Context: an optimization exercise on an open-source flow, tuned for small area. The choices shown serve that exercise and are no tape-out recipe. Where RTL was checked, it was by simulation tests only, not by an equivalence proof against the original. The clock port is modelled as an ideal driver; clocking choices that lean on that would not hold on a real chip. Power figures rest on the tool's default switching activity, not on a simulated workload.

Setup of run a:
==> module bdar_cnt_sum_o, before the edit <==
module bdar_cnt_sum_o (
  input  wire logic s_i,
  input  wire logic nk_i,
  input  wire logic k_o_i,
  input  wire logic clr_i,
  output logic      d_o
);
  assign d_o = ~clr_i & (s_i | ~nk_i) & ~k_o_i;
endmodule
==> module button_debounce_auto_repeat, before the edit <==
module button_debounce_auto_repeat (
  input  wire logic        clk_i,
  input  wire logic        rst_ni,
  input  wire logic        cfg_we_i,
  input  wire logic [1:0]  cfg_idx_i,
  input  wire logic [15:0] cfg_data_i,
  input  wire logic        tick_valid_i,
  output logic             tick_ready_o,
  input  wire logic [5:0]  tick_raw_buttons_i,
  output logic             evt_valid_o,
  input  wire logic        evt_ready_i,
  output logic [2:0]       evt_button_index_o,
  output logic             evt_event_kind_o,
  output logic             evt_last_event_o
);
  localparam int NUM_BUTTONS = bdar_pkg::NUM_BUTTONS_DEF;
  localparam int IDX_W = (NUM_BUTTONS > 1) ? $clog2(NUM_BUTTONS) : 1;
  logic [15:0]            deb_n_q, del_n_q, int_n_q;
  logic [15:0]            deb_n_d, del_n_d, int_n_d;
  logic                   nwe_deb, nwe_del, nwe_int;
  logic                   del_zero;
  assign nwe_deb = !(cfg_we_i && (cfg_idx_i == bdar_pkg::CFG_DEBOUNCE));
  assign nwe_del = !(cfg_we_i && (cfg_idx_i == bdar_pkg::CFG_DELAY));
  assign nwe_int = !(cfg_we_i && (cfg_idx_i == bdar_pkg::CFG_INTERVAL));
  for (genvar i = 0; i < 16; i++) begin : g_cfg
    bdar_cfg_bit u_deb (.nwe_i(nwe_deb), .d_i(cfg_data_i[i]), .q_i(deb_n_q[i]), .y_o(deb_n_d[i]));
    bdar_cfg_bit u_del (.nwe_i(nwe_del), .d_i(cfg_data_i[i]), .q_i(del_n_q[i]), .y_o(del_n_d[i]));
    bdar_cfg_bit u_int (.nwe_i(nwe_int), .d_i(cfg_data_i[i]), .q_i(int_n_q[i]), .y_o(int_n_d[i]));
  end
  always_ff @(posedge clk_i or negedge rst_ni) begin
    if (!rst_ni) begin
      deb_n_q <= ~bdar_pkg::DEBOUNCE_RST;
      del_n_q <= ~bdar_pkg::DELAY_RST;
      int_n_q <= ~bdar_pkg::INTERVAL_RST;
    end else begin
      deb_n_q <= deb_n_d;
      del_n_q <= del_n_d;
      int_n_q <= int_n_d;
    end
  end
  assign del_zero = &del_n_q;
  logic                   tick_acc;
  logic [NUM_BUTTONS-1:0] ev;
  logic [NUM_BUTTONS-1:0] stable;
  for (genvar g = 0; g < NUM_BUTTONS; g++) begin : g_lane
    logic        press_q, rep_q, rep_d;
    logic [15:0] s_q, s_d;
    logic [16:0] k;   
    logic [7:0]  xn;  
    logic [8:1]  c_deb, c_del, c_int;
    logic        ge_deb, ge_del, ge_int;
    logic        chg, clr, sat, tclr;
    bdar_cmp_lo u_deb0 (.a_i(s_q[1:0]), .b_i(deb_n_q[1:0]), .y_o(c_deb[1]));
    bdar_cmp_lo u_del0 (.a_i(s_q[1:0]), .b_i(del_n_q[1:0]), .y_o(c_del[1]));
    bdar_cmp_lo u_int0 (.a_i(s_q[1:0]), .b_i(int_n_q[1:0]), .y_o(c_int[1]));
    for (genvar i = 1; i < 8; i++) begin : g_cmp
      bdar_cmp2 u_deb (.a_i(s_q[2*i+1:2*i]), .b_i(deb_n_q[2*i+1:2*i]), .c_i(c_deb[i]), .y_o(c_deb[i+1]));
      bdar_cmp2 u_del (.a_i(s_q[2*i+1:2*i]), .b_i(del_n_q[2*i+1:2*i]), .c_i(c_del[i]), .y_o(c_del[i+1]));
      bdar_cmp2 u_int (.a_i(s_q[2*i+1:2*i]), .b_i(int_n_q[2*i+1:2*i]), .c_i(c_int[i]), .y_o(c_int[i+1]));
    end
    assign ge_deb = c_deb[8];
    assign ge_del = c_del[8];
    assign ge_int = c_int[8];
    always_comb begin
      chg = (tick_raw_buttons_i[g] ~^ press_q) & ge_deb;
      if (!press_q) begin
        rep_d = chg & del_zero;
        clr   = chg;
        ev[g] = chg;
      end else begin
        rep_d = ~chg & (rep_q | ge_del);
        clr   = chg | (rep_q ? ge_int : ge_del);
        ev[g] = chg | (rep_q & ge_int);
      end
      sat  = &s_q;
      tclr = tick_acc & clr;
    end
    assign k[0] = tick_acc & ~sat;
    for (genvar i = 0; i < 16; i += 2) begin : g_cnt
      bdar_cnt_carry_e u_ce (.s_i(s_q[i]), .k_i(k[i]), .nk_o(k[i+1]));
      bdar_cnt_xn_e u_xe (.s_i(s_q[i]), .k_i(k[i]), .nk_o_i(k[i+1]), .xn_o(xn[i/2]));
      bdar_cnt_d_e #(.ONE(i == 0)) u_de (.xn_i(xn[i/2]), .clr_i(tclr), .d_o(s_d[i]));
      bdar_cnt_carry_o u_co (.s_i(s_q[i+1]), .nk_i(k[i+1]), .k_o(k[i+2]));
      bdar_cnt_sum_o u_so (
        .s_i    (s_q[i+1]),
        .nk_i   (k[i+1]),
        .k_o_i  (k[i+2]),
        .clr_i  (tclr),
        .d_o    (s_d[i+1])
      );
    end
    always_ff @(posedge clk_i or negedge rst_ni) begin
      if (!rst_ni) begin
        press_q  <= 1'b0;
        rep_q    <= 1'b0;
      end else if (tick_acc) begin
        press_q  <= press_q ^ chg;
        rep_q    <= rep_d;
      end
    end
    always_ff @(posedge clk_i or negedge rst_ni) begin
      if (!rst_ni) begin
        s_q <= 16'd1;
      end else begin
        s_q <= s_d;
      end
    end
    assign stable[g] = ~press_q;
  end
  logic [NUM_BUTTONS-1:0] pend_q, pend_d;
  logic [NUM_BUTTONS-1:0] rest;
  logic [IDX_W-1:0]       sel_idx;
  logic                   sel_kind;
  logic                   found;
  logic                   out_valid_q;
  logic [IDX_W-1:0]       out_idx_q;
  logic                   out_kind_q;
  logic                   out_last_q;
  logic                   out_load;
  logic                   any;
  always_comb begin
    sel_idx  = '0;
    sel_kind = 1'b0;
    found    = 1'b0;
    rest     = pend_q;
    for (int i = 0; i < NUM_BUTTONS; i++) begin
      if (pend_q[i] && !found) begin
        sel_idx  = IDX_W'(i);
        sel_kind = stable[i];
        rest[i]  = 1'b0;
        found    = 1'b1;
      end
    end
    any          = |pend_q;
    out_load     = any && (!out_valid_q || evt_ready_i);
    tick_ready_o = !any || (out_load && (rest == '0));
    tick_acc     = tick_valid_i && tick_ready_o;
    pend_d       = tick_acc ? ev : (out_load ? rest : pend_q);
  end
  always_ff @(posedge clk_i or negedge rst_ni) begin
    if (!rst_ni) begin
      pend_q      <= '0;
      out_valid_q <= 1'b0;
    end else begin
      pend_q      <= pend_d;
      out_valid_q <= out_load | (out_valid_q & ~evt_ready_i);
    end
  end
  always_ff @(posedge clk_i) begin
    if (out_load) begin
      out_idx_q  <= sel_idx;
      out_kind_q <= sel_kind;
      out_last_q <= (rest == '0);
    end
  end
  assign evt_valid_o        = out_valid_q;
  assign evt_button_index_o = out_idx_q;
  assign evt_event_kind_o   = out_kind_q;
  assign evt_last_event_o   = out_last_q;
endmodule
export LEC_CHECK = 0
export CAP_MARGIN = 20
export CORE_MARGIN = 2
export CORE_UTILIZATION = 60
export SLEW_MARGIN = 20
export SYNTH_HIERARCHICAL = 1
create_clock -name core_clock -period 8.0 [get_ports {clk_i}]
standard.sh (not shown) runs the stock make flow with config.mk's settings and CLKGATE_MAP_FILE= SYNTH_SCRIPT=/design/flow/synth_recipe.tcl, a recipe that flattens the netlist after the stock synthesis.
==> flow/flow/run.sh <==
#!/bin/bash
# The standard layout, with four changes: every cell goes to its smallest
# drive strength after floorplanning (downsize.tcl), the ports get buf_1
# buffers, CTS uses clkbuf_16 without dummy loads, and after CTS each clock
# buffer goes to the smallest clkbuf that keeps the register clock-pin slew
# under 110 ps (clkdown.tcl).
set -euo pipefail
here=$(pwd)
export POST_FLOORPLAN_TCL="$here/flow/downsize.tcl"
export POST_CTS_TCL="$here/flow/clkdown.tcl"
export BUFFER_PORTS_ARGS="-buffer_cell sky130_fd_sc_hd__buf_1"
export CTS_ARGS="-sink_clustering_enable -repair_clock_nets -buf_list sky130_fd_sc_hd__clkbuf_16 -dont_use_dummy_load"
bash standard.sh finish > "$here/standard_flow.log" 2>&1
Other scripts of this flow, unchanged in this note and not shown: flow/flow/clkdown.tcl, flow/flow/downsize.tcl
#### Input delta (run b over run a)
-- flow/design.v --
<<< run a, line 66
  assign d_o = clr_i ? ONE : ~xn_i;
endmodule
module bdar_cnt_sum_o (
  input  wire logic s_i,
  input  wire logic nk_i,
  input  wire logic k_o_i,
  input  wire logic clr_i,
  output logic      d_o
);
  assign d_o = ~clr_i & (s_i | ~nk_i) & ~k_o_i;
endmodule
`default_nettype wire
>>> run b, line 66
  assign d_o = clr_i ? ONE : ~xn_i;
endmodule
module bdar_cnt_nor_o (
  input  wire logic s_i,
  input  wire logic s_lo_i,
  input  wire logic k_lo_i,
  output logic      y_o
);
  assign y_o = ~(s_i | (s_lo_i & k_lo_i));
endmodule
module bdar_cnt_d_o (
  input  wire logic nor_i,
  input  wire logic k_o_i,
  input  wire logic clr_i,
  output logic      d_o
);
  assign d_o = ~(clr_i | k_o_i | nor_i);
endmodule
`default_nettype wire
<<< run a, line 136
    logic [16:0] k;   
    logic [7:0]  xn;  
    logic [8:1]  c_deb, c_del, c_int;
    logic        ge_deb, ge_del, ge_int;
>>> run b, line 143
    logic [16:0] k;   
    logic [7:0]  xn;  
    logic [7:0]  no;  
    logic [8:1]  c_deb, c_del, c_int;
    logic        ge_deb, ge_del, ge_int;
<<< run a, line 170
      bdar_cnt_d_e #(.ONE(i == 0)) u_de (.xn_i(xn[i/2]), .clr_i(tclr), .d_o(s_d[i]));
      bdar_cnt_carry_o u_co (.s_i(s_q[i+1]), .nk_i(k[i+1]), .k_o(k[i+2]));
      bdar_cnt_sum_o u_so (
        .s_i    (s_q[i+1]),
        .nk_i   (k[i+1]),
        .k_o_i  (k[i+2]),
        .clr_i  (tclr),
        .d_o    (s_d[i+1])
      );
    end
    always_ff @(posedge clk_i or negedge rst_ni) begin
>>> run b, line 178
      bdar_cnt_d_e #(.ONE(i == 0)) u_de (.xn_i(xn[i/2]), .clr_i(tclr), .d_o(s_d[i]));
      bdar_cnt_carry_o u_co (.s_i(s_q[i+1]), .nk_i(k[i+1]), .k_o(k[i+2]));
      bdar_cnt_nor_o u_no (.s_i(s_q[i+1]), .s_lo_i(s_q[i]), .k_lo_i(k[i]), .y_o(no[i/2]));
      bdar_cnt_d_o u_do (.nor_i(no[i/2]), .k_o_i(k[i+2]), .clr_i(tclr), .d_o(s_d[i+1]));
    end
    always_ff @(posedge clk_i or negedge rst_ni) begin
==> comparison <==
The run showing the smaller non-clock buffer total of the final layout is run a. On net count of the finished layout, run b and run a are neck and neck. Clock network power share: run b vs run a up 3.7 points. Against run a, run b reports a initial standard-cell utilization of the core that is lower. Between run b and run a, the setup slack is lower for run b. On final area, run b and run a are basically level. | total power consumption of the routed design | run b vs run a | about 16% lower |.
Function not checked in run b: the RTL went through the layout flow alone.

---

button_debounce_auto_repeat, a different RTL version from the one above (not shown whole).
Size: ~36 I/O pins, about 11,000 sq um of cells after synthesis.
## button_debounce_auto_repeat
module button_debounce_auto_repeat (
  input  wire logic        clk_i,
  input  wire logic        rst_ni,
  input  wire logic        cfg_we_i,
  input  wire logic [1:0]  cfg_idx_i,
  input  wire logic [15:0] cfg_data_i,
  input  wire logic        tick_valid_i,
  output logic             tick_ready_o,
  input  wire logic [5:0]  tick_raw_buttons_i,
  output logic             evt_valid_o,
  input  wire logic        evt_ready_i,
  output logic [2:0]       evt_button_index_o,
  output logic             evt_event_kind_o,
  output logic             evt_last_event_o
);
clock: 8.0 ns
lec_check: 0
cap_margin: 20
core_margin: 2
core_utilization: 60
slew_margin: 20
synth_hierarchical: 1
Scripts as last shown in full above: flow/flow/run.sh
Other scripts of this flow, unchanged in this note and not shown: flow/flow/clkdown.tcl, flow/flow/downsize.tcl
Rerun with:
--- a/flow/design.v
+++ b/flow/design.v
@@ -125,14 +125,20 @@
 endmodule
 module bdar_oa21 (input wire logic a_i, input wire logic b_i, input wire logic c_i, output logic y_o);
   assign y_o = (a_i | b_i) & c_i;
 endmodule
 module bdar_and3n (input wire logic a_n_i, input wire logic b_i, input wire logic c_i, output logic y_o);
   assign y_o = ~a_n_i & b_i & c_i;
 endmodule
+module bdar_aoi21 (input wire logic a_i, input wire logic b_i, input wire logic c_i, output logic y_o);
+  assign y_o = ~((a_i & b_i) | c_i);
+endmodule
+module bdar_nand3n (input wire logic a_n_i, input wire logic b_i, input wire logic c_i, output logic y_o);
+  assign y_o = ~(~a_n_i & b_i & c_i);
+endmodule
 module bdar_mux2 (input wire logic s_i, input wire logic a_i, input wire logic b_i, output logic y_o);
   assign y_o = s_i ? a_i : b_i;
 endmodule
 `default_nettype wire
 `default_nettype none
 module button_debounce_auto_repeat (
   input  wire logic        clk_i,
@@ -171,16 +177,16 @@
     end else begin
       deb_n_q <= deb_n_d;
       del_n_q <= del_n_d;
       int_n_q <= int_n_d;
     end
   end
   assign del_zero = &del_n_q;
-  logic                   tick_acc;
-  logic [NUM_BUTTONS-1:0] ev;
+  logic                   tick_acc, ntick_acc;
+  logic [NUM_BUTTONS-1:0] nev;     
   logic [NUM_BUTTONS-1:0] stable;
   for (genvar g = 0; g < NUM_BUTTONS; g++) begin : g_lane
     logic        press_q, rep_q, rep_d;
     logic [15:0] s_q, s_d;
     logic [16:0] k;   
     logic [7:0]  xn;  
     logic [7:0]  no;  
@@ -194,22 +200,22 @@
       bdar_cmp2 u_deb (.a_i(s_q[2*i+1:2*i]), .b_i(deb_n_q[2*i+1:2*i]), .c_i(c_deb[i]), .y_o(c_deb[i+1]));
       bdar_cmp2 u_del (.a_i(s_q[2*i+1:2*i]), .b_i(del_n_q[2*i+1:2*i]), .c_i(c_del[i]), .y_o(c_del[i+1]));
       bdar_cmp2 u_int (.a_i(s_q[2*i+1:2*i]), .b_i(int_n_q[2*i+1:2*i]), .c_i(c_int[i]), .y_o(c_int[i+1]));
     end
     assign ge_deb = c_deb[8];
     assign ge_del = c_del[8];
     assign ge_int = c_int[8];
-    logic x, ntchg, press_d, arm, sel_thr, rep_or;
+    logic x, ntchg, press_d, narm, sel_thr, rep_or;
     bdar_xor2  u_x    (.a_i(tick_raw_buttons_i[g]), .b_i(press_q), .y_o(x));
     bdar_andn  u_chg  (.a_i(ge_deb), .b_i(x), .y_o(chg));
     bdar_nand2 u_tchg (.a_i(tick_acc), .b_i(chg), .y_o(ntchg));
     bdar_xnor2 u_pd   (.a_i(press_q), .b_i(ntchg), .y_o(press_d));
-    bdar_ao21  u_ev   (.a_i(rep_q), .b_i(ge_int), .c_i(chg), .y_o(ev[g]));
-    bdar_and3n u_arm  (.a_n_i(rep_q), .b_i(press_q), .c_i(ge_del), .y_o(arm));
-    bdar_oa21  u_tclr (.a_i(ev[g]), .b_i(arm), .c_i(tick_acc), .y_o(tclr));
+    bdar_aoi21  u_ev   (.a_i(rep_q), .b_i(ge_int), .c_i(chg), .y_o(nev[g]));
+    bdar_nand3n u_arm  (.a_n_i(rep_q), .b_i(press_q), .c_i(ge_del), .y_o(narm));
+    bdar_aoi21  u_tclr (.a_i(nev[g]), .b_i(narm), .c_i(ntick_acc), .y_o(tclr));
     bdar_mux2  u_thr  (.s_i(press_q), .a_i(ge_del), .b_i(del_zero), .y_o(sel_thr));
     bdar_ao21  u_rep  (.a_i(tick_acc), .b_i(sel_thr), .c_i(rep_q), .y_o(rep_or));
     bdar_and2  u_repd (.a_i(press_d), .b_i(rep_or), .y_o(rep_d));
     assign sat = &s_q;
     assign k[0] = tick_acc & ~sat;
     for (genvar i = 0; i < 16; i += 2) begin : g_cnt
       bdar_cnt_carry_e u_ce (.s_i(s_q[i]), .k_i(k[i]), .nk_o(k[i+1]));
@@ -233,15 +239,15 @@
         s_q <= 16'd1;
       end else begin
         s_q <= s_d;
       end
     end
     assign stable[g] = ~press_q;
   end
-  logic [NUM_BUTTONS-1:0] pend_q, pend_d;
+  logic [NUM_BUTTONS-1:0] pend_q, pend_d, keep;
   logic [NUM_BUTTONS-1:0] rest;
   logic [IDX_W-1:0]       sel_idx;
   logic                   sel_kind;
   logic                   found;
   logic                   out_valid_q;
   logic [IDX_W-1:0]       out_idx_q;
   logic                   out_kind_q;
@@ -260,16 +266,20 @@
         rest[i]  = 1'b0;
         found    = 1'b1;
       end
     end
     any          = |pend_q;
     out_load     = any && (!out_valid_q || evt_ready_i);
     tick_ready_o = !any || (out_load && (rest == '0));
-    tick_acc     = tick_valid_i && tick_ready_o;
-    pend_d       = tick_acc ? ev : (out_load ? rest : pend_q);
+    ntick_acc    = !(tick_valid_i && tick_ready_o);
+    tick_acc     = !ntick_acc;
+    keep         = out_load ? rest : pend_q;
+  end
+  for (genvar i = 0; i < NUM_BUTTONS; i++) begin : g_pend
+    bdar_cfg_bit u_pend (.nwe_i(ntick_acc), .d_i(nev[i]), .q_i(keep[i]), .y_o(pend_d[i]));
   end
   always_ff @(posedge clk_i or negedge rst_ni) begin
     if (!rst_ni) begin
       pend_q      <= '0;
       out_valid_q <= 1'b0;
     end else begin
       pend_q      <= pend_d;
The changed run passed the timing, design-rule and antenna checks.
Area after synthesis hardly moves.
Via count shrinks by 2.3%.
Cell area hardly moves.
Final cell count grows by 0.39%.
Wire length went up by 1.9%.
Power grows by 6.0%.
Count of clock-buffer cells in the layout is unchanged.
Synthesized cell count barely changes.
Utilization is about the same.
Clock power barely changes.
Die area hardly moves.
For the first run of this note, only the layout was checked, not whether the RTL still works.

## separate check: timing with driven ports
Ports are ideal in the flow. The routed layouts listed here were re-timed in OpenROAD.
Step 1 assumes that a clkbuf_16 drives the clock port and a buf_2 every other input.
Step 2 also shifts input and output timing later by t, the mid clock arrival at the registers, as if the neighbouring blocks saw the same clock.
a / b / c = no drivers / after step 1 / after step 2; a / b = the first two.
run | t, ns | slack for setup (ns) | worst setup path after step 2 | latest minus earliest clock arrival (ns) | pins driven straight from the clock port
run a | 0.603 | 2.545 / 2.561 / 1.958 | input to register | 0.040 / 0.041 | 1
run b | 0.487 | 2.326 / 2.349 / 1.862 | input to register | 0.036 / 0.037 | 1
the first run of note 2 | 0.619 | 2.938 / 2.938 / 2.402 | input to register | 0.034 / 0.034 | 1
the second run of note 2 | 0.480 | 2.658 / 2.680 / 2.200 | input to register | 0.034 / 0.033 | 1
After both steps setup and hold are still met in every run listed. The setup slack of run a, which loses most, moves by +0.016 ns with the drivers and by -0.587 ns with both steps.
